Context: an optimization exercise on an open-source flow, tuned for small area, a short achievable clock period and few clock cycles per item. The choices shown serve that exercise and are no tape-out recipe.
In this exercise RTL edits were held to simulation tests only and were not proved equivalent to the original.

==> flow/design.v (excerpt) <==
module cavlc_count_top (
    input  logic                    clk,
    input  logic                    rst,
    input  logic                    blk_valid_i,
    input  logic [150-1:0] blk_i,
    output logic                    blk_ready_o,
    output logic                    stat_valid_o,
    output logic [239-1:0] stat_o,
    input  logic                    stat_ready_i
);
    logic         valid_q;
    logic [239:0] st_d;
    logic [239:0] st_q;
    assign blk_ready_o  = !valid_q || stat_ready_i;
    assign stat_valid_o = valid_q;
    always_ff @(posedge clk) begin
        if (rst) begin
            valid_q <= 1'b0;
        end else if (blk_ready_o) begin
            valid_q <= blk_valid_i;
        end
    end
    always_ff @(posedge clk) begin
        if (blk_ready_o) begin
            st_q <= st_d;
        end
    end
    cavlc_pre  u_pre  (.blk_i(blk_i), .st_o(st_d));
    cavlc_post u_post (.st_i(st_q), .stat_o(stat_o));
endmodule
==> flow/config.mk <==
export PLATFORM = sky130hd
export DESIGN_NAME = cavlc_count_top
export DESIGN_NICKNAME = cavlc_count_top
export VERILOG_FILES = /design/flow/design.v
export SDC_FILE = /design/flow/constraint.sdc
export NUM_CORES = 4
export LEC_CHECK = 0
export CAP_MARGIN = 20
export CORE_MARGIN = 2
export CORE_UTILIZATION = 35
export PLACE_DENSITY = 0.5
export SETUP_SLACK_MARGIN = 1.5
export SLEW_MARGIN = 20
==> flow/constraint.sdc <==
create_clock -name core_clock -period 5.0 [get_ports {clk}]
set_input_delay 1.0000 -clock core_clock [delete_from_list [all_inputs] [get_ports {clk}]]
set_output_delay 1.0000 -clock core_clock [all_outputs]
set_load 0.01 [all_outputs]
standard.sh (not shown) runs the stock make flow with config.mk's settings and CLKGATE_MAP_FILE= SYNTH_SCRIPT=/design/flow/synth_recipe.tcl, a recipe that flattens the netlist after the stock synthesis.
==> flow/flow/run.sh <==
#!/bin/bash
# Own layout flow:
#   1. the standard synthesis (standard.sh synth), unchanged;
#   2. its combinational logic mapped again by ABC for delay, with every
#      register instance kept as it is (same names and cells);
#   3. the standard layout of that netlist, with plain buf_2 port
#      buffers in place of the delay cells buffer_ports picks by default.
# Each tool's full output goes to a log_*.txt file in the work folder.
set -euo pipefail
WORK=$(pwd)
RES=$WORK/orfs/results/$FLOW_PLATFORM/cavlc_count_top/base

bash standard.sh synth > "$WORK/log_1_synth.txt" 2>&1
cp "$RES/1_2_yosys.v" "$WORK/synth_standard.v"

LIB=$FLOW_HOME/platforms/$FLOW_PLATFORM/lib/sky130_fd_sc_hd__tt_025C_1v80.lib
DONT_USE=$(grep -o 'cell ("sky130_fd_sc_hd__\(lpflow\|probe\)[a-z0-9_]*")' "$LIB" \
    | sed 's/cell ("\(.*\)")/-dont_use \1/' | tr '\n' ' ')
sed -e "s#@LIB@#$LIB#g" -e "s#@DONT_USE@#$DONT_USE#" -e "s#@IN@#$WORK/synth_standard.v#" \
    -e "s#@OUT@#$WORK/remap.v#" "$WORK/flow/remap.ys" > "$WORK/remap.ys"
yosys -q -l "$WORK/log_2_remap.txt" "$WORK/remap.ys" > /dev/null 2>&1

cp "$WORK/remap.v" "$RES/1_2_yosys.v"
rm -f "$RES/1_synth.odb" "$RES/1_synth.sdc"
bash standard.sh "BUFFER_PORTS_ARGS=-buffer_cell sky130_fd_sc_hd__buf_2" finish > "$WORK/log_3_layout.txt" 2>&1
==> flow/flow/remap.ys <==
# Map the standard synthesis's combinational logic again, for delay.
# Registers and tie cells stay black boxes, so they pass through untouched.
read_liberty -ignore_miss_func @LIB@
blackbox sky130_fd_sc_hd__edfxtp_1 sky130_fd_sc_hd__dfxtp_1 sky130_fd_sc_hd__conb_1
read_verilog @IN@
hierarchy -top cavlc_count_top
flatten
rename -hide w:*.*
opt -fast
abc -liberty @LIB@ @DONT_USE@ -D 1500 -script +strash;dch;map,-D,1500;topo;stime,-c;buffer,-c;upsize,-c,-D,1500;dnsize,-c,-D,1500
opt_clean -purge
splitnets
hilomap -singleton -hicell sky130_fd_sc_hd__conb_1 HI -locell sky130_fd_sc_hd__conb_1 LO
insbuf -buf sky130_fd_sc_hd__buf_4 A X
opt_clean -purge
stat -liberty @LIB@
write_verilog -noattr -noexpr -nohex -nodec @OUT@
The baseline completed with no timing, DRC or antenna violations.
Testbench counts at the start, summed over its fixed seeds: cycles 2,056, blocks 2,048.
Rerun with:
==> flow/run.sh (new file) <==
#!/bin/bash
# synth_recipe.tcl (not shown) runs the flow's synth.tcl, then flattens the netlist and writes it again
# the make line also repeats each setting of config.mk as NAME=value (left out here)
make -C /OpenROAD-flow-scripts/flow DESIGN_CONFIG=/design/flow/config.mk WORK_HOME=/design/flow/orfs CLKGATE_MAP_FILE= SYNTH_SCRIPT=/design/flow/synth_recipe.tcl finish
removed: flow/flow/run.sh
removed: flow/flow/remap.ys
removed: flow/standard.sh
Outcome:
- global-route usage drops by 4.4 points
- design area rose by 28%
- cell count rises by 4.2%
- setup slack gets worse by 0.61 ns
- clock-buffer cell count goes up by 1

separate check: timing with driven ports:
No port has a modelled driver above. Below, the same layouts with a new extraction and two added sets of constraints.
Step 1, drivers: a clkbuf_16 drives clk and a buf_2 each remaining input, both assumed.
Step 2 also shifts input and output timing later by t, the mid clock arrival at the registers, as if the neighbouring blocks saw the same clock.
Slacks: ideal ports / drivers / drivers and shift; pairs: ideal ports / drivers.
run	t (ns)	setup WS [ns]	worst setup path after step 2	clock arrival spread, ns
the first run	0.648	1.337 / 1.273 / 0.877	input to register	0.027 / 0.026
the second run	0.657	0.727 / 0.754 / 0.096	input to register	0.027 / 0.027
After both steps every run listed still meets setup and hold. The setup slack of the second run, which loses most, moves by +0.027 ns with the drivers and by -0.631 ns with both steps.
